From an optimization exercise on the open Yosys and OpenROAD flow, aimed at small area; shortcuts taken in it are not production practice. The RTL was checked by simulation tests, not by an equivalence proof against the original design. Power figures rest on the tool's default switching activity, not on a simulated workload.

### design.v
module risc_op_issue (
    input  logic        clk,
    input  logic        rst,
    input  logic        instr_valid,
    input  logic [31:0] instr,
    output logic        instr_ready,
    output logic [31:0] alu_x1,
    output logic [31:0] alu_x2,
    output logic [19:0] alu_instr,
    output logic        alu_cin,
    output logic        alu_opcode_4,
    input  logic [31:0] alu_y,
    input  logic        alu_cout,
    output logic        wb_valid,
    output logic [4:0]  wb_rd,
    output logic [31:0] wb_data,
    output logic        illegal,
    input  logic [4:0]  dbg_addr,
    output logic [31:0] dbg_data,
    output logic [31:0] retired
);
    localparam logic [6:0] OPC_OP     = 7'b0110011;
    localparam logic [6:0] OPC_OP_IMM = 7'b0010011;
    logic        exec_q, wb_q, illegal_q;
    logic        idle, take, wb_go;
    logic [19:0] hi_q;         
    logic        op5_q;        
    logic [4:0]  rd_q;         
    logic [31:0] op1_q;        
    logic [31:0] result_q;
    logic [4:0]  wb_rd_q;
    logic        pend_q;       
    logic [4:0]  off_q, off_d;
    logic [31:1] rf_v_q;
    logic [31:0] ring_q [31];
    logic [4:0]  addr_a;
    logic [31:0] port_a, port_d;
    logic        unused_cout;
    assign unused_cout = alu_cout;
    assign idle  = ~(exec_q | wb_q);
    assign take  = idle & instr_valid;
    assign wb_go = exec_q & ~illegal_q;
    always_ff @(posedge clk or posedge rst) begin
        if (rst) begin
            exec_q    <= 1'b0;
            wb_q      <= 1'b0;
            illegal_q <= 1'b0;
        end else begin
            exec_q    <= take;
            wb_q      <= wb_go;
            illegal_q <= take & (instr[6:0] != OPC_OP) & (instr[6:0] != OPC_OP_IMM);
        end
    end
    always_ff @(posedge clk) begin
        hi_q  <= instr[31:12];
        op5_q <= instr[5];
        rd_q  <= instr[11:7];
        op1_q <= port_a;
    end
    always_ff @(posedge clk or posedge rst) begin
        if (rst) begin
            result_q <= '0;
            wb_rd_q  <= '0;
        end else if (wb_go) begin
            result_q <= alu_y;
            wb_rd_q  <= rd_q;
        end
    end
    function automatic logic [4:0] mod31_add(input logic [4:0] a, input logic [4:0] b);
        logic [5:0] sum;
        sum = {1'b0, a} + {1'b0, b};
        mod31_add = sum[4:0] + {4'd0, sum[5]};
    endfunction
    assign off_d = (off_q == 5'd30) ? 5'd0 : off_q + 5'd1;
    always_ff @(posedge clk or posedge rst) begin
        if (rst) begin
            off_q <= '0;
        end else begin
            off_q <= off_d;
        end
    end
    logic        wr_hit, pend_nx, wr_cand_nx;
    logic [4:0]  off_dd, wb_rd_nx, wr_slot_nx;
    logic [10:0] wr_en_nx, wr_en_q, wr_hold_q;
    logic [3:0]  vset_hi;
    logic [7:0]  vset_lo;
    assign off_dd     = (off_d == 5'd30) ? 5'd0 : off_d + 5'd1;
    assign wr_hit     = |wr_en_q;
    assign pend_nx    = ((wb_q & (wb_rd_q != 5'd0)) | pend_q) & ~wr_hit;
    assign wb_rd_nx   = wb_go ? rd_q : wb_rd_q;
    assign wr_cand_nx = (wb_go & (wb_rd_nx != 5'd0)) | pend_nx;
    assign wr_slot_nx = mod31_add(wb_rd_nx, off_dd);
    assign wr_en_nx[0] = wr_cand_nx & ((wr_slot_nx == 5'd0) | (wr_slot_nx == 5'd31));
    for (genvar k = 1; k < 11; k++) begin : g_wr_en
        assign wr_en_nx[k] = wr_cand_nx & (wr_slot_nx == 5'(3 * k));
    end
    for (genvar j = 0; j < 4; j++) begin : g_vset_hi
        assign vset_hi[j] = wb_q & (wb_rd_q[4:3] == 2'(j));
    end
    for (genvar j = 0; j < 8; j++) begin : g_vset_lo
        assign vset_lo[j] = (wb_rd_q[2:0] == 3'(j));
    end
    always_ff @(posedge clk) begin
        wr_en_q   <= wr_en_nx;
        wr_hold_q <= ~wr_en_nx;
    end
    always_ff @(posedge clk or posedge rst) begin
        if (rst) begin
            pend_q <= 1'b0;
            rf_v_q <= '0;
        end else begin
            pend_q <= pend_nx;
            for (int i = 1; i < 32; i++) begin
                rf_v_q[i] <= rf_v_q[i] | (vset_hi[i / 8] & vset_lo[i % 8]);
            end
        end
    end
    always_ff @(posedge clk) begin
        for (int s = 0; s < 31; s++) begin
            if (s % 3 == 0) begin
                ring_q[s] <= ({32{wr_en_q[s / 3]}} & result_q) |
                             ({32{wr_hold_q[s / 3]}} & ring_q[(s + 30) % 31]);
            end else begin
                ring_q[s] <= ring_q[s - 1];
            end
        end
    end
    function automatic logic [31:0] read_port(input logic [4:0] slot, input logic hit,
                                              input logic byp, input logic [33*32-1:0] words);
        logic [3:0]  pre_hi;
        logic [7:0]  pre_lo;
        logic [32:0] sel;
        logic [31:0] acc;
        for (int j = 0; j < 4; j++) pre_hi[j] = hit & (slot[4:3] == 2'(j));
        for (int j = 0; j < 8; j++) pre_lo[j] = (slot[2:0] == 3'(j));
        sel = '0;
        for (int s = 0; s < 31; s++) sel[s] = pre_hi[s / 8] & pre_lo[s % 8];
        sel[0]  = sel[0] | (pre_hi[3] & pre_lo[7]);    
        sel[31] = byp;
        acc = '1;
        for (int k = 0; k < 11; k++) begin
            acc = acc & ~(({32{sel[3*k]}}   & words[(3*k)*32 +: 32])   |
                          ({32{sel[3*k+1]}} & words[(3*k+1)*32 +: 32]) |
                          ({32{sel[3*k+2]}} & words[(3*k+2)*32 +: 32]));
        end
        read_port = ~acc;
    endfunction
    logic [33*32-1:0] rd_words;      
    logic [31:0]      rf_v_all;      
    logic [4:0]       slot_a, slot_d;
    logic             byp_a, byp_d, hit_a, hit_d;
    for (genvar s = 0; s < 31; s++) begin : g_words
        assign rd_words[s*32 +: 32] = ring_q[s];
    end
    assign rd_words[31*32 +: 32] = result_q;
    assign rd_words[32*32 +: 32] = 32'd0;
    assign rf_v_all = {rf_v_q, 1'b0};
    assign addr_a = exec_q ? hi_q[12:8] : instr[19:15];
    assign byp_a  = pend_q & (addr_a == wb_rd_q);
    assign hit_a  = rf_v_all[addr_a] & ~byp_a;
    assign slot_a = mod31_add(addr_a, off_q);
    assign byp_d  = pend_q & (dbg_addr == wb_rd_q);
    assign hit_d  = rf_v_all[dbg_addr] & ~byp_d;
    assign slot_d = mod31_add(dbg_addr, off_q);
    assign port_a = read_port(slot_a, hit_a, byp_a, rd_words);
    assign port_d = read_port(slot_d, hit_d, byp_d, rd_words);
    assign instr_ready  = idle;
    assign alu_x1       = {32{exec_q}} & op1_q;
    assign alu_x2       = {32{exec_q}} & port_a;
    assign alu_instr    = {20{exec_q}} & hi_q;
    assign alu_cin      = 1'b0;
    assign alu_opcode_4 = exec_q & op5_q;
    assign illegal      = illegal_q;
    assign wb_valid     = wb_q;
    assign wb_rd        = wb_rd_q;
    assign wb_data      = result_q;
    assign dbg_data     = port_d;
    logic [31:0] retired_q;
    always_ff @(posedge clk or posedge rst) begin
        if (rst) begin
            retired_q <= '0;
        end else begin
            retired_q <= retired_q + {31'd0, wb_q};
        end
    end
    assign retired = retired_q;
endmodule
### flow/run.sh
#!/bin/bash
# Own layout flow: the standard ORFS flow (standard.sh) with these changes:
#  - synthesis maps the logic with an area-oriented ABC script (flow/area.script) instead of
#    ORFS's speed script; the rest of synth_recipe.tcl runs unchanged;
#  - port buffers are buf_1 cells;
#  - CTS builds the tree from clkbuf_4 cells under a clkbuf_16 root, with small sink
#    clusters (at most 8 sinks, 40 um), and inserts no dummy loads.
# Each tool's output stays in ORFS's own logs under orfs/logs; make's output goes to make.log.
set -euo pipefail
W=$(pwd)
{
  echo "set ::own_abc_script $W/flow/area.script"
  cat "$W/flow/abc_override.tcl"
  cat "$W/synth_recipe.tcl"
} > "$W/own_synth.tcl"

bash "$W/standard.sh" \
  "SYNTH_SCRIPT=$W/own_synth.tcl" \
  "BUFFER_PORTS_ARGS=-buffer_cell sky130_fd_sc_hd__buf_1" \
  "CTS_ARGS=-sink_clustering_enable -repair_clock_nets -dont_use_dummy_load -buf_list {sky130_fd_sc_hd__clkbuf_4} -root_buf sky130_fd_sc_hd__clkbuf_16 -sink_clustering_size 8 -sink_clustering_max_diameter 40" \
  finish > "$W/make.log" 2>&1
### flow/abc_override.tcl
# Replace the ABC script that ORFS's synthesis passes to abc (its speed script) with
# ./area.script, an area-oriented mapping. Everything else in synthesis is unchanged, so the
# registers (mapped by dfflibmap before abc) are the standard synthesis's.
proc abc {args} {
  set i [lsearch -exact $args -script]
  if {$i >= 0} {
    set args [lreplace $args [expr {$i + 1}] [expr {$i + 1}] $::own_abc_script]
  }
  yosys abc {*}$args
}
### flow/area.script
&get -n
&st
&nf -a -R 1000
&put
### standard.sh
#!/bin/bash
# synth_recipe.tcl (not shown) runs the flow's synth.tcl, then flattens the netlist and writes it again
# the make line also repeats each setting of config.mk as NAME=value (left out here)
make -C /OpenROAD-flow-scripts/flow DESIGN_CONFIG=/design/flow/config.mk WORK_HOME=/design/flow/orfs CLKGATE_MAP_FILE= SYNTH_SCRIPT=/design/flow/synth_recipe.tcl "${@:-finish}"
### config.mk
export PLATFORM = sky130hd
export DESIGN_NAME = risc_op_issue
export DESIGN_NICKNAME = risc_op_issue
export VERILOG_FILES = /design/flow/design.v
export SDC_FILE = /design/flow/constraint.sdc
export NUM_CORES = 4
export LEC_CHECK = 0
export CAP_MARGIN = 10
export CORE_MARGIN = 2
export CORE_UTILIZATION = 55
export PLACE_DENSITY = 0.65
export SLEW_MARGIN = 10
### constraint.sdc
create_clock -name core_clock -period 9.0 [get_ports {clk}]
set_input_delay 1.8000 -clock core_clock [delete_from_list [all_inputs] [get_ports {clk}]]
set_output_delay 1.8000 -clock core_clock [all_outputs]
set_load 0.01 [all_outputs]
==> run summary, run 1 <==
final setup TNS 0 ps; fin crit share 97.0%; clk latency of the worst-skew pair 770 ps; root buffer cell clkbuf_16; post-route antenna net violation count 0; Post-CTS Setup Bufs 0; pin count of the biggest net entering global routing 76; GPL Wtd Cong 0.930; sequential share of power 62.4%; DIE AREA 0.0755 mm^2; number of vias per cell 7.87; Crit-path slowest cell and2_1; slowest stage delay, CP 530 ps; Post-CTS Resized 0; nets 3,700; per-cell routed wire length 35.4 um; Routed WL 161 mm; Gate power share 19.5%; slew margin rel. 4.24%; Yosys warning count 2; Starting Density 55.4%; dpl hpwl 96.5 mm; Total Routing Usage GR 41.2%; final setup fails 0; Reg clk slew, reported paths 90 ps; final total power 14.5 mW; Cell Chain, Critical Path buf_1 -> a21oi_1 -> clkinv_1 -> ha_1 -> a21oi_1 -> o221ai_1 -> ha_1 -> ha_1 -> nand3_1 -> xor2_1 -> and3_1 -> and2_1 -> buf_12 -> a222oi_1 -> nand4_1 -> and4b_1 -> nand4_1 -> a221o_1 -> and2_0 -> buf_1; Min Clock Period, post-route 8730 ps; grt met1 use 52.7%; Slew Limit Fails 0; Seq/Total Area, Yosys 60.0%; met2 GRT Util 60.1%; status no timing/DRC/antenna violations; Max Clock Skew 113 ps; first-pass GRT wire length 228 mm; share of cells above drive strength 1 10.0%; maximum root-to-sink buffer count 3; H-tree levels 4; Worst Setup End Kind primary output; Area after DPL 0.0435 mm^2; Net Count, Synth 3,164; die width 275 um; core region area 0.0728 mm^2; Via Count 35,900; leak pwr 16.4 nW; Worst Hold Class reg -> reg; Hold Worst Slack 298 ps; Max VDD drop 167 uV; DRC Markers 0; Power Internal 9.37 mW; total I/O pin count 263; critical path data required time 7200 ps; Cell Rows 99; Max-cap violations 0; vias in the first global route 35,000; Worst Path Max Fanout 19; TritonCTS clock tree done; DIE HEIGHT 275 um; met3 Use GR 16.4%; Fillers 5,909; post-route cell area 0.0448 mm^2; Startpoint Class primary input; GRT busiest layer met2; Hold Vio Cnt, Final 0; GRT overflow 0; Num CTS Buffers 174; # port buffers 260; mean area per synthesized cell 13.2 um^2; Post-Syn Instances 3,061; hold_buf cts 0; FF+latch count, synth 1,181; DR pass1 iterations 13; Power Dens Cells 324 mW/mm^2; RSZ-0062 raised after global routing no; Critical Path AT 6930 ps; Area growth syn-to-layout 11.1%; Clock power frac 18.2%; clk sinks 1,181; Setup Crit Path Kind in -> out; Switching Share 35.5%; antenna violations before repair 15; Unique masters post-synth 44; Fmax 115 MHz; worst slew pin tran 1430 ps; P_sw 5.16 mW; Core Util, Final 61.5%; cell area after synthesis 0.0403 mm^2; 1st-iter DRT viols 8,747; crit-path most repeated cell ha_1
## metrics by stage
stage / setup WS, ps / instances
6_report: 273 / 4558
5_1_grt: 85.2 / 4557
4_1_cts: 459 / 4554
3_5_place_dp: 451 / 4380
3_3_place_gp: 532 / 4380
2_1_floorplan: 249 / 3061
## sequential cells by signal, summed over array words and instances (netlist names)
signal     flops
op1_q         32
exec_q         1
result_q      32
pend_q         1
off_q          5
wr_hold_q     11
ring_q       992
wb_q           1
retired_q     32
illegal_q      1
wr_en_q       11
rf_v_q        31
op5_q          1
wb_rd_q        5
rd_q           5
hi_q          20
## placed cells by master, fill, tap and decap left out, types with 4 or more instances in the layout
| cell | instances |
|---|---|
| and4b_1 | 32 |
| o21bai_1 | 16 |
| a221o_1 | 64 |
| mux2_1 | 38 |
| nor4b_1 | 4 |
| and2_1 | 30 |
| nand2_1 | 31 |
| nor3_1 | 8 |
| nor2_2 | 28 |
| a21oi_1 | 17 |
| diode_2 | 4 |
| nor2_1 | 47 |
| a22o_1 | 353 |
| nand3_1 | 35 |
| nand4_1 | 131 |
| dfxtp_1 | 1072 |
| buf_4 | 126 |
| xor2_1 | 35 |
| buf_1 | 260 |
| xnor2_1 | 34 |
| or4_1 | 8 |
| a222oi_1 | 640 |
| and4_1 | 65 |
| and3_1 | 7 |
| ha_1 | 27 |
| clkbuf_4 | 173 |
| mux4_2 | 18 |
| and2_0 | 87 |
| nand3b_1 | 7 |
| nand2b_1 | 5 |
| a21o_1 | 15 |
| buf_12 | 7 |
| clkinv_1 | 27 |
| nor4_1 | 4 |
| dfrtp_1 | 108 |
## power by group through the flow
| stage | Clock (mW) | Sequential [mW] | Combinational (mW) |
|---|---|---|---|
| final | 2.64 | 9.06 | 2.83 |
| after global routing | 2.87 | 9.23 | 2.93 |
| after CTS | 2.65 | 8.92 | 2.72 |
| after detailed placement | 0 | 9.02 | 2.70 |
| after global placement | 0 | 8.83 | 2.65 |
| after floorplan | 0 | 8.66 | 1.53 |
## routing by layer
| metal | routed length [um] | vias to the layer above |
|---|---|---|
| met1 | 59400 | 17500 |
| met2 | 68500 | 3219 |
| li1 | - | 14600 |
| met4 | 7970 | 2 |
| met5 | 13 | - |
| met3 | 25400 | 611 |
## critical path, delay by kind of cell
| kind | cells | cell delay [ps] |
|---|---|---|
| compound gates | 5 | 1190 |
| xor+xnor | 1 | 200 |
| fa+ha+maj | 3 | 890 |
| buf+inv | 4 | 810 |
| simple gates | 7 | 2000 |
## worst paths after layout
path,start,endpoint,slack [ps],cells after the start
max,instr[17],alu_x2[28],270,20
min,ring_q[0][11],ring_q[1][11],300,0
max reg2reg,exec_q,op1_q[28],3370,18
min reg2reg,ring_q[0][11],ring_q[1][11],300,0
max in group asynchronous,rst,result_q[8],6440,3
min in group asynchronous,rst,result_q[16],1130,2
## final cells by class
cell class	count	area, um^2	area share, %
antenna	4	10.0	0.0223
clock buffer	174	1320	2.96
inverter	28	108	0.240
multi-input combinational	1819	15900	35.5
sequential	1181	24200	54.0
tap	959	1200	2.68
timing repair buffer	393	2060	4.60
## cells in the mapped netlist
master    count  area share, %
a211o_1       1          0.022
a21boi_0      1          0.019
a21o_1       15           0.28
a21oi_1      17           0.21
a221o_1      64            1.6
a222oi_1    640             16
a22o_1      353            7.7
a31oi_1       1          0.016
and2_0      117            1.8
and3_1        7           0.11
and3b_1       2          0.043
and4_1       65            1.4
and4b_1      32           0.79
buf_4        33           0.61
clkinv_1     28           0.26
conb_1        1         0.0093
dfrtp_1     109            6.8
dfxtp_1    1072             53
fa_1          3           0.15
ha_1         27           0.84
mux2_1       38            1.1
mux2i_1       2          0.050
mux4_2       18            1.0
nand2_1      31           0.29
nand2b_1      5          0.078
nand3_1      35           0.43
nand3b_1      7           0.13
nand4_1     131            2.0
nor2_1       78           0.73
nor2b_1       2          0.031
nor3_1       10           0.12
nor3b_1       3          0.056
nor4_1        4          0.062
nor4b_1       4          0.087
o21ai_0       3          0.037
o21bai_1     16           0.30
o221ai_1      3          0.065
o22ai_1       1          0.016
o31a_1        1          0.022
or2_0         2          0.031
or3_1         2          0.031
or4_1         8           0.15
xnor2_1      34           0.74
xor2_1       35           0.76
## cells by family after synthesis
| group | synth area share [%] |
|---|---|
| multiplexers | 2.12 |
| flip-flops | 60.0 |
| buffers and inverters | 0.875 |
| other | 0.00930 |
| XOR/XNOR | 1.50 |
| AND/OR/NAND/NOR | 8.43 |
| AO/OA/AOI/OAI | 26.1 |
| adder cells (fa/ha/maj) | 0.986 |
==> run 2: changes to the inputs <==
--- a/config.mk
+++ b/config.mk
@@ -7,6 +7,6 @@
 export LEC_CHECK = 0
 export CAP_MARGIN = 10
 export CORE_MARGIN = 2
-export CORE_UTILIZATION = 55
-export PLACE_DENSITY = 0.65
+export CORE_UTILIZATION = 62
+export PLACE_DENSITY = 0.72
 export SLEW_MARGIN = 10
==> run summary, run 2 <==
final setup TNS 0 ps (unchanged); Seq/Total Area, Yosys 60.0% (unchanged); area leader, netlist dfxtp_1; status no timing/DRC/antenna violations; leak pwr 16.3 nW (-0.64%); grt met1 use 55.4% (+2.7 points); # port buffers 260 (unchanged); GRT overflow 0 (unchanged); mean area per synthesized cell 13.2 um^2 (unchanged); pin count of the biggest net entering global routing 79 (+3.9%); clk latency of the worst-skew pair 740 ps (-30 ps); Max VDD drop 194 uV (+16%); most frequent cells in the layout dfxtp_1 (1,072), a222oi_1 (640), a22o_1 (353); GPL Wtd Cong 0.953 (+2.4%); Hold Vio Cnt, Final 0 (unchanged); total I/O pin count 263 (unchanged); GRT busiest layer met2; Post-Syn Instances 3,061 (unchanged); final setup fails 0 (unchanged); Startpoint Class primary input; FF+latch count, synth 1,181 (unchanged); die width 259 um (-5.7%); worst hold stages 0 (unchanged); clk sinks 1,181 (unchanged); first-pass GRT wire length 221 mm (-3.0%); hold_buf cts 0 (unchanged); DIE HEIGHT 259 um (-5.7%); final total power 14.5 mW (-0.52%); Fmax 115 MHz (+0.10%); Worst Hold Class reg -> reg; count leader, synth dfxtp_1; DRC Markers 0 (unchanged); RSZ-0062 raised after global routing no; vias in the first global route 35,300 (+0.72%); cell area after synthesis 0.0403 mm^2 (unchanged); Area growth syn-to-layout 10.4%; 1st-iter DRT viols 8,969 (+2.5%); Fillers 4,753 (-20%); Worst Setup End Kind primary output; nets 3,678 (-0.59%); Cell Count, Final, Fillers Out 4,430 (-2.8%); EDFF count, synth 0 (unchanged); H-tree levels 4 (unchanged); Net Count, Synth 3,164 (unchanged); worst r2r path cells 17 (-1); Slew Limit Fails 0 (unchanged); Setup Crit Path Kind in -> out; ys async rst share 9.23% (unchanged); share of cells above drive strength 1 9.49% (-0.55 points); core region area 0.0643 mm^2 (-12%); per-cell routed wire length 34.7 um (-1.9%); share of the synthesized area in the top cell type 53.2% (unchanged); worst slew pin tran 1180 ps (-253 ps); max FFs per register 992 (unchanged); Post-CTS Resized 0 (unchanged); top cells by count, synth dfxtp_1 (1,072), a222oi_1 (640), a22o_1 (353), nand4_1 (131), and2_0 (117); Starting Density 62.7% (+7.3 points); Synth area leaders dfxtp_1 (53%), a222oi_1 (16%), a22o_1 (7.7%); slew margin rel. 21.2% (+17 points); Min Clock Period, post-route 8720 ps (-8.79 ps); number of vias per cell 8.15 (+3.6%); Routed WL 154 mm (-4.6%); post-route cell area 0.0445 mm^2 (-0.63%); Area after DPL 0.0432 mm^2 (-0.58%); Via Count 36,100 (+0.65%); Max-cap violations 0 (unchanged); Unique masters post-synth 44 (unchanged); Power Dens Cells 325 mW/mm^2 (+0.11%); TritonCTS clock tree done; Post-synth top flop dfxtp_1; Cell Rows 93 (-6.1%); Reg clk slew, reported paths 100 ps (about the same); dpl hpwl 92.1 mm (-4.6%); met3 Use GR 20.0% (+3.6 points); Worst Path Max Fanout 25 (+6); Critical Path AT 6920 ps (about the same); commonest non-fill, non-tap cell in the layout dfxtp_1; Post-CTS Setup Bufs 0 (unchanged); met2 GRT Util 63.8% (+3.7 points); root buffer cell clkbuf_16; antenna violations before repair 14 (-1); Yosys warning count 2 (unchanged); post-route antenna net violation count 0 (unchanged); Placed Instances 4,257 (-2.8%); fin crit share 96.9% (-0.098 points); Biggest register ring_q; Total Routing Usage GR 44.3% (+3.1 points); maximum root-to-sink buffer count 3 (unchanged); DR pass1 iterations 17 (+4); Max Clock Skew 89.9 ps (-23.4 ps); Num CTS Buffers 171 (-1.7%); DIE AREA 0.0671 mm^2 (-11%); critical path data required time 7200 ps (about the same)
==> run 2: changes by cell type in the layout (fill, tap and decap cells not counted), sizes merged <==
cell | previous run | this run
buf | 393 | 374
clkbuf | 174 | 171
diode | 4 | 2
==> run 2: cells by family after synthesis <==
group	count (synthesis)	share of synthesized area [%]
muxes	58	2.12
adders and majority gates	30	0.986
and+or+nand+nor	545	8.43
buffers and inverters	61	0.875
DFF	1181	60.0
other	1	0.00930
xor gates and xnor gates	69	1.50
AOI/OAI and AO/OA	1116	26.1
==> run 2: worst max-delay path, cell delays in order <==
cell	delay, ps
buf_1	100
a21oi_1	260
clkinv_1	230
ha_1	400
a21oi_1	210
o221ai_1	160
ha_1	220
ha_1	250
xnor2_1	360
nor2_1	230
and2_1	380
buf_4	350
a222oi_1	540
nand4_1	320
and4b_1	420
nand4_1	90
a221o_1	300
and2_0	160
buf_1	120
==> run 2: where the power goes <==
| group | internal, mW | switching [mW] | total (mW) |
|---|---|---|---|
| Clock | 0.889 | 1.70 | 2.59 |
| Combinational | 1.15 | 1.59 | 2.74 |
| Sequential | 7.30 | 1.83 | 9.13 |
| Total | 9.34 | 5.12 | 14.5 |
==> run 2: cell type report <==
class | count | area, um^2 | share of cell area, %
diodes | 2 | 5.00 | 0.0112
multi-input cells | 1819 | 15900 | 35.7
well taps | 855 | 1070 | 2.40
flip-flops and latches | 1181 | 24200 | 54.3
clock buffers | 171 | 1300 | 2.92
inverters | 28 | 108 | 0.242
repair buffers | 374 | 1940 | 4.37
==> run 2: per-stage QoR <==
stage | hold WS (ps) | utilization, % | setup slack (ps)
floorplan | 350 | - | 249
global placement | 351 | 67.2 | 609
detailed placement | 356 | 67.2 | 486
CTS | 328 | 69.2 | 488
global route | 319 | 69.2 | 107
finish | 287 | 69.2 | 281
==> run 2: path summary, 6_finish.rpt <==
check	startpoint	to	slack, ps
worst max-delay path	instr[17]	alu_x2[16]	280
worst min-delay path	ring_q[1][13]	ring_q[2][13]	290
worst max register to register	exec_q	op1_q[9]	3460
worst min register to register	ring_q[1][13]	ring_q[2][13]	290
max in group asynchronous	rst	exec_q	6470
min in group asynchronous	rst	retired_q[8]	1160
==> run 2: per-layer routing <==
layer  routed length (um)  up-vias
li1                     -    14500
met1                54300    17400
met2                64300     3477
met3                26800      708
met4                 8160       10
met5                  276        -
==> run 3: changes to the inputs <==
==> flow/run.sh (replaced) <==
#!/bin/bash
# Own layout flow: the standard ORFS flow (standard.sh) with these changes:
#  - synthesis maps the logic with an area-oriented ABC script (flow/area.script) instead of
#    ORFS's speed script; the rest of synth_recipe.tcl runs unchanged;
#  - port buffers are buf_1 cells;
#  - CTS builds the tree from clkbuf_4 cells under a clkbuf_16 root, with small sink
#    clusters (at most 9 sinks, 45 um), and inserts no dummy loads.
# Each tool's output stays in ORFS's own logs under orfs/logs; make's output goes to make.log.
set -euo pipefail
W=$(pwd)
{
  echo "set ::own_abc_script $W/flow/area.script"
  cat "$W/flow/abc_override.tcl"
  cat "$W/synth_recipe.tcl"
} > "$W/own_synth.tcl"

bash "$W/standard.sh" \
  "SYNTH_SCRIPT=$W/own_synth.tcl" \
  "BUFFER_PORTS_ARGS=-buffer_cell sky130_fd_sc_hd__buf_1" \
  "CTS_ARGS=-sink_clustering_enable -repair_clock_nets -dont_use_dummy_load -buf_list {sky130_fd_sc_hd__clkbuf_4} -root_buf sky130_fd_sc_hd__clkbuf_16 -sink_clustering_size 9 -sink_clustering_max_diameter 45" \
  finish > "$W/make.log" 2>&1
==> run summary, run 3 <==
status no timing/DRC/antenna violations; # port buffers 260 (unchanged); multi-input logic area 0.0159 mm^2 (unchanged); Max VDD drop 201 uV (+3.6%); Num CTS Buffers 153 (-11%); dpl hpwl 92.1 mm (unchanged); Crit-path slowest cell a222oi_1; mean area per synthesized cell 13.2 um^2 (unchanged); Post-CTS Setup Bufs 0 (unchanged); Hold Vio Cnt, Final 0 (unchanged); Via Count 36,000 (-0.27%); Biggest register ring_q; EDFF count, synth 0 (unchanged); Net Count, Synth 3,164 (unchanged); Fillers 4,752 (-0.021%); Synth Area in Compound Gates 26.1% (unchanged); Yosys warning count 2 (unchanged); area leader, netlist dfxtp_1; H-tree levels 4 (unchanged); Fmax 114 MHz (-0.84%); Critical Path AT 6990 ps (+70 ps); worst slew pin tran 1190 ps (+13.1 ps); Worst Hold Class reg -> reg; setup ws final 207 ps (-74.2 ps); Min Clock Period, post-route 8790 ps (+74.2 ps); Max Clock Skew 81.9 ps (-8.04 ps); Worst Setup End Kind primary output; ys async rst share 9.23% (unchanged); critical path data required time 7200 ps (about the same); count leader, synth dfxtp_1; Simple-Gate Fraction of Synth Area 8.43% (unchanged); commonest non-fill, non-tap cell in the layout dfxtp_1; Starting Density 62.7% (unchanged); maximum root-to-sink buffer count 3 (unchanged); top cells by count, synth dfxtp_1 (1,072), a222oi_1 (640), a22o_1 (353), nand4_1 (131), and2_0 (117); final setup TNS 0 ps (unchanged); DRC Markers 0 (unchanged); clk latency of the worst-skew pair 730 ps (about the same); hold_buf cts 0 (unchanged); Max-cap violations 0 (unchanged); cell area after synthesis 0.0403 mm^2 (unchanged); antenna violations before repair 15 (+1); number of vias per cell 8.17 (+0.14%); Area after DPL 0.0432 mm^2 (unchanged); Power Dens Cells 323 mW/mm^2 (-0.47%); GPL Wtd Cong 0.953 (unchanged); Placed Instances 4,257 (unchanged); worst hold stages 0 (unchanged); post-route cell area 0.0444 mm^2 (-0.30%); Post-Syn Instances 3,061 (unchanged); most frequent cells in the layout dfxtp_1 (1,072), a222oi_1 (640), a22o_1 (353); first-pass GRT wire length 221 mm (-0.33%); root buffer cell clkbuf_16; GRT overflow 0 (unchanged); FF+latch count, synth 1,181 (unchanged); DIE AREA 0.0671 mm^2 (unchanged); Startpoint Class primary input; total I/O pin count 263 (unchanged); Synth Area in Adders 0.986% (unchanged); Total Routing Usage GR 44.2% (-0.072 points); crit-path most repeated cell ha_1; max FFs per register 992 (unchanged); core region area 0.0643 mm^2 (unchanged); slew margin rel. 20.3% (-0.88 points); pin count of the biggest net entering global routing 79 (unchanged); Cell Chain, Critical Path buf_1 -> a21oi_1 -> clkinv_1 -> ha_1 -> a21oi_1 -> o221ai_1 -> ha_1 -> ha_1 -> xnor2_1 -> nor2_1 -> and2_1 -> buf_4 -> a222oi_1 -> nand4_1 -> and4b_1 -> nand4_1 -> a221o_1 -> and2_0 -> buf_1; DIE HEIGHT 259 um (unchanged); Seq/Total Area, Yosys 60.0% (unchanged); worst r2r path cells 17 (unchanged); TritonCTS clock tree done; share of cells above drive strength 1 9.03% (-0.46 points); pre-CTS setup slack 486 ps (unchanged); clk sinks 1,181 (unchanged); Slew Limit Fails 0 (unchanged); final setup fails 0 (unchanged); share of the synthesized area in the top cell type 53.2% (unchanged); final total power 14.3 mW (-0.77%); fin crit share 97.7% (+0.82 points); Post-synth top flop dfxtp_1; Area growth syn-to-layout 10.0%; 1st-iter DRT viols 9,453 (+5.4%); Unique masters post-synth 44 (unchanged); die width 259 um (unchanged); XOR/XNOR Fraction of Synth Area 1.50% (unchanged); Worst Path Max Fanout 25 (unchanged); Routed WL 154 mm (-0.21%); Cell Count, Final, Fillers Out 4,412 (-0.41%); Cell Rows 93 (unchanged); Core Util, Final 69.0% (-0.21 points); sequential cell area 0.0242 mm^2 (unchanged); largest family of logic cells by synthesized area compound AO/OA/AOI/OAI gates; Reg clk slew, reported paths 90 ps (about the same); mux share of post-synthesis cell area 2.12% (unchanged); DR pass1 iterations 15 (-2); Post-CTS Resized 0 (unchanged); per-cell routed wire length 34.8 um (+0.20%); leak pwr 16.2 nW (-0.51%); RSZ-0062 raised after global routing no; vias in the first global route 35,100 (-0.35%); Setup Crit Path Kind in -> out; nets 3,660 (-0.49%); slowest stage delay, CP 560 ps (+20 ps); Hold Worst Slack 319 ps (+32.1 ps); Synth area leaders dfxtp_1 (53%), a222oi_1 (16%), a22o_1 (7.7%); post-route antenna net violation count 0 (unchanged)
## run 3: cell count changes in the layout (fill, tap and decap cells not counted)
| cell | previous run | this run |
|---|---|---|
| clkbuf_4 | 170 | 152 |
## run 3: worst max-delay path, delay by kind of cell
family,cells,cell delay [ps]
buffers and inverters,4,800
xor gates and xnor gates,1,350
AOI/OAI and AO/OA,5,1500
adders and majority gates,3,870
and+or+nand+nor,6,1660
## run 3: where the power goes
| part | internal, mW | total [mW] | leakage [nW] | switching [mW] |
|---|---|---|---|---|
| clock network | 0.800 | 2.47 | 0.712 | 1.67 |
| logic | 1.15 | 2.74 | 5.30 | 1.59 |
| registers | 7.30 | 9.13 | 10.2 | 1.83 |
| total | 9.25 | 14.3 | 16.2 | 5.10 |
## run 3: cell families (layout without fill, tap and decap cells)
| kind of cell | after synthesis | count (layout) |
|---|---|---|
| flops | 1181 | 1181 |
| compound gates | 1116 | 1116 |
| simple gates | 545 | 545 |
| xor+xnor | 69 | 69 |
| buf+inv | 61 | 555 |
| mux | 58 | 58 |
| fa+ha+maj | 30 | 30 |
| other cells | 1 | 3 |
## run 3: path summary, 6_finish.rpt
| check | from | endpoint | slack [ps] |
|---|---|---|---|
| max in group asynchronous | rst | exec_q | 6450 |
| hold reg to reg | ring_q[3][28] | ring_q[4][28] | 320 |
| min in group asynchronous | rst | result_q[2] | 1190 |
| hold / removal | ring_q[3][28] | ring_q[4][28] | 320 |
| setup reg to reg | exec_q | op1_q[16] | 3400 |
| setup / recovery | instr[17] | alu_x2[16] | 210 |
## run 3: layer usage
layer	track usage, %	vias to the layer above	wire (um)
met2	63.6	3467	64200
met4	23.4	8	8040
li1	-	14500	-
met5	0	-	40
met1	56.1	17400	54600
met3	19.3	716	26700
## run 3: final cells by class
class / instances / area share (%)
diodes: 2 / 0.0113
inverters: 28 / 0.242
clock buffers: 153 / 2.63
repair buffers: 374 / 4.38
well taps: 855 / 2.41
multi-input cells: 1819 / 35.8
flip-flops and latches: 1181 / 54.5
==> run 4: changes to the inputs <==
==> flow/run.sh (replaced) <==
#!/bin/bash
# Own layout flow: the standard ORFS flow (standard.sh) with these changes:
#  - synthesis maps the logic with an area-oriented ABC script (flow/area.script) instead of
#    ORFS's speed script; the rest of synth_recipe.tcl runs unchanged;
#  - port buffers are buf_1 cells;
#  - CTS builds the tree from clkbuf_4 cells under a clkbuf_16 root, with small sink
#    clusters (at most 10 sinks, 50 um), and inserts no dummy loads.
# Each tool's output stays in ORFS's own logs under orfs/logs; make's output goes to make.log.
set -euo pipefail
W=$(pwd)
{
  echo "set ::own_abc_script $W/flow/area.script"
  cat "$W/flow/abc_override.tcl"
  cat "$W/synth_recipe.tcl"
} > "$W/own_synth.tcl"

bash "$W/standard.sh" \
  "SYNTH_SCRIPT=$W/own_synth.tcl" \
  "BUFFER_PORTS_ARGS=-buffer_cell sky130_fd_sc_hd__buf_1" \
  "CTS_ARGS=-sink_clustering_enable -repair_clock_nets -dont_use_dummy_load -buf_list {sky130_fd_sc_hd__clkbuf_4} -root_buf sky130_fd_sc_hd__clkbuf_16 -sink_clustering_size 10 -sink_clustering_max_diameter 50" \
  finish > "$W/make.log" 2>&1
--- a/config.mk
+++ b/config.mk
@@ -7,6 +7,6 @@
 export LEC_CHECK = 0
 export CAP_MARGIN = 10
 export CORE_MARGIN = 2
-export CORE_UTILIZATION = 62
-export PLACE_DENSITY = 0.72
+export CORE_UTILIZATION = 66
+export PLACE_DENSITY = 0.76
 export SLEW_MARGIN = 10
==> run summary, run 4 <==
core region area 0.0604 mm^2 (-6.2%); met2 GRT Util 67.4% (+3.9 points); GPL Wtd Cong 0.930 (-2.4%); Cell Rows 90 (-3.2%); RSZ-0062 raised after global routing no; Max VDD drop 191 uV (-4.8%); Routed WL 153 mm (about the same); 1st-iter DRT viols 9,841 (+4.1%); top cells by count, synth dfxtp_1 (1,072), a222oi_1 (640), a22o_1 (353), nand4_1 (131), and2_0 (117); Hold Path Sink ring_q[7][23]; Worst R2R Start exec_q; Power Internal 9.19 mW (-0.56%); Total Routing Usage GR 47.0% (+2.8 points); clk latency of the worst-skew pair 780 ps (+50 ps); Yosys warning count 2 (unchanged); P_sw 5.10 mW (+0.12%); Unique masters post-synth 44 (unchanged); Setup Crit Path Kind in -> out; vias in the first global route 35,200 (+0.24%); max FFs per register 992 (unchanged); share of cells above drive strength 1 9.21% (+0.18 points); dpl hpwl 91.4 mm (-0.75%); Post-synth top flop dfxtp_1; Post-Syn Instances 3,061 (unchanged); worst hold stages 0 (unchanged); Starting Density 66.8% (+4.1 points); Gate power share 20.2% (+1.1 points); met3 Use GR 19.2% (-0.13 points); grt met1 use 59.6% (+3.6 points); Clock power frac 16.8% (-0.4 points); setup slack, reg-to-reg 3350 ps (-50 ps); Net Count, Synth 3,164 (unchanged); root buffer cell clkbuf_16; Switching Share 35.7% (+0.16 points); TritonCTS clock tree done; DRC Markers 0 (unchanged); total I/O pin count 263 (unchanged); Hold Startpoint ring_q[6][23]; Core Util, Final 73.3% (+4.3 points); critical path data required time 7200 ps (about the same); Startpoint Class primary input; Max Clock Skew 96.5 ps (+14.7 ps); Cell Count, Final, Fillers Out 4,350 (-1.4%); Hold Vio Cnt, Final 0 (unchanged); Slew Limit Fails 0 (unchanged); worst r2r path cells 18 (+1); Placed Instances 4,205 (-1.2%); DR pass1 iterations 12 (-3); FF-to-FF End op1_q[23]; setup ws final 208 ps (+1.00 ps); pre-CTS setup slack 354 ps (-133 ps); number of vias per cell 8.40 (+2.9%); FF+latch count, synth 1,181 (unchanged); Critical Path AT 6990 ps (about the same); Reg clk slew, reported paths 90 ps (about the same); Worst Setup End Kind primary output; mean area per synthesized cell 13.2 um^2 (unchanged); pin count of the biggest net entering global routing 77 (-2.5%); H-tree levels 4 (unchanged); antenna violations before repair 16 (+1); per-cell routed wire length 35.3 um (+1.3%); # port buffers 260 (unchanged); GRT overflow 0 (unchanged); post-route cell area 0.0442 mm^2 (-0.33%); Via Count 36,600 (+1.5%); commonest non-fill, non-tap cell in the layout dfxtp_1; DIE HEIGHT 251 um (-3.0%); Seq/Total Area, Yosys 60.0% (unchanged); DIE AREA 0.0631 mm^2 (-6.0%); ys async rst share 9.23% (unchanged); Fmax 114 MHz (about the same); EDFF count, synth 0 (unchanged); status no timing/DRC/antenna violations; die width 251 um (-3.0%); first-pass GRT wire length 222 mm (+0.52%); nets 3,666 (+0.16%); Power Dens Cells 323 mW/mm^2 (about the same); final setup TNS 0 ps (unchanged); worst slew pin tran 1410 ps (+217 ps); cell area after synthesis 0.0403 mm^2 (unchanged); leak pwr 16.2 nW (about the same); Worst Path Max Fanout 17 (-32%); count leader, synth dfxtp_1; GRT busiest layer met2; slew margin rel. 5.90% (-14 points); sequential share of power 63.0% (-0.6 points); post-route antenna net violation count 0 (unchanged); Max-cap violations 0 (unchanged); clk sinks 1,181 (unchanged); share of the synthesized area in the top cell type 53.2% (unchanged); Synth area leaders dfxtp_1 (53%), a222oi_1 (16%), a22o_1 (7.7%); Area growth syn-to-layout 9.67%; Num CTS Buffers 138 (-9.8%); Worst Hold Class reg -> reg; Min Clock Period, post-route 8790 ps (-1.00 ps); maximum root-to-sink buffer count 3 (unchanged); hold_buf cts 0 (unchanged); fin crit share 97.7% (about the same); final setup fails 0 (unchanged); Biggest register ring_q; most frequent cells in the layout dfxtp_1 (1,072), a222oi_1 (640), a22o_1 (353); area leader, netlist dfxtp_1; Area after DPL 0.0432 mm^2 (-0.11%)
==> run 4: cell counts after synthesis <==
Identical to the previous run, type by type.
==> run 4: metal layers <==
metal	up-vias	part of all wire, %
met2	3775	42
met1	17500	35
li1	14500	-
met3	806	18
met4	14	5.6
met5	-	0.13
==> run 4: worst max-delay path, stage by stage <==
cell and delay, ps:
buf_1 90, a21oi_1 240, clkinv_1 210, ha_1 420, nand4_1 120, o221ai_1 210, ha_1 230, ha_1 230
nand3_1 140, xor2_1 200, and3_1 310, and2_1 520, buf_4 390, a222oi_1 370, nand4_1 310, and4b_1 450
nand4_1 130, a221o_1 320, and2_0 170, buf_1 120
==> run 4: final cells by class <==
class	instances	area [um^2]
multi-input combinational	1819	15900
clock buffer	138	1050
timing repair buffer	395	1990
inverter	28	108
antenna	7	17.5
sequential	1181	24200
tap	782	978
fill	4239	16100
==> run 4: per-stage QoR <==
step | hold WS (ps) | power [mW]
finish | 305 | 14.3
global route | 341 | 14.7
CTS | 330 | 14.0
detailed placement | 356 | 11.7
global placement | 351 | 11.4
floorplan | 350 | 10.2
==> run 4: timing repair <==
action / 4_1_cts / 5_1_grt
gates resized for setup: 0 / 1
setup endpoints to repair: 0 / 3
endpoints found under the hold margin: 0 / 0
setup buffers: 0 / 0
==> run 4: worst max path at each step <==
| stage | start | depth (start not counted) | slack (ps) | end |
|---|---|---|---|---|
| final | instr[18] | 20 | 210 | alu_x2[23] |
| after global routing | instr[17] | 20 | 10 | alu_x2[23] |
| after CTS | instr[18] | 20 | 360 | alu_x2[23] |
| after detailed placement | instr[18] | 20 | 350 | alu_x2[23] |
| after global placement | instr[17] | 20 | 470 | alu_x2[9] |
| after floorplan | instr[15] | 13 | 250 | alu_x2[0] |
==> run 4: cell families (layout without fill, tap and decap cells) <==
family,count (synthesis),after routing,share of synthesized area [%]
other cells,1,8,0.00930
buf+inv,61,561,0.875
simple gates,545,545,8.43
fa+ha+maj,30,30,0.986
mux,58,58,2.12
xor+xnor,69,69,1.50
flops,1181,1181,60.0
compound gates,1116,1116,26.1
==> run 4: power by group through the flow <==
stage | registers (mW) | clock network (mW) | logic (mW)
floorplan | 8.66 | 0 | 1.53
global placement | 8.74 | 0 | 2.66
detailed placement | 8.97 | 0 | 2.72
CTS | 8.86 | 2.37 | 2.74
global route | 9.15 | 2.57 | 2.96
finish | 9.00 | 2.40 | 2.89

port drivers added, routing unchanged:
The results above use ideal ports. As a check the final layouts listed here were re-extracted and re-timed, cells and wires unchanged.
Step 1 assumes that a clkbuf_16 drives the clock port and a buf_2 every other input.
Step 2 adds t to the input delays and takes it off the output delays; t is the mean of the earliest and latest rising clock arrival at the registers after step 1. Input paths then give back, and output paths get back, about the clock's delay inside the block.
Three values: ideal, step 1, step 2; two values: the first two.
run | t, ns | setup WS [ns] | worst hold slack (ns) | worst slew at a driven data input, ns
run 1 | 0.788 | 0.273 / 0.251 / 0.251 | 0.298 / 0.298 / 0.298 | 0.05
run 2 | 0.768 | 0.281 / 0.260 / 0.260 | 0.287 / 0.287 / 0.287 | 0.05
run 3 | 0.757 | 0.207 / 0.185 / 0.185 | 0.319 / 0.319 / 0.319 | 0.05
run 4 | 0.787 | 0.208 / 0.185 / 0.185 | 0.305 / 0.305 / 0.305 | 0.04
After both steps setup and hold are still met in every run listed. The setup slack of run 4, which loses most, moves by -0.023 ns with the drivers and by -0.023 ns with both steps.
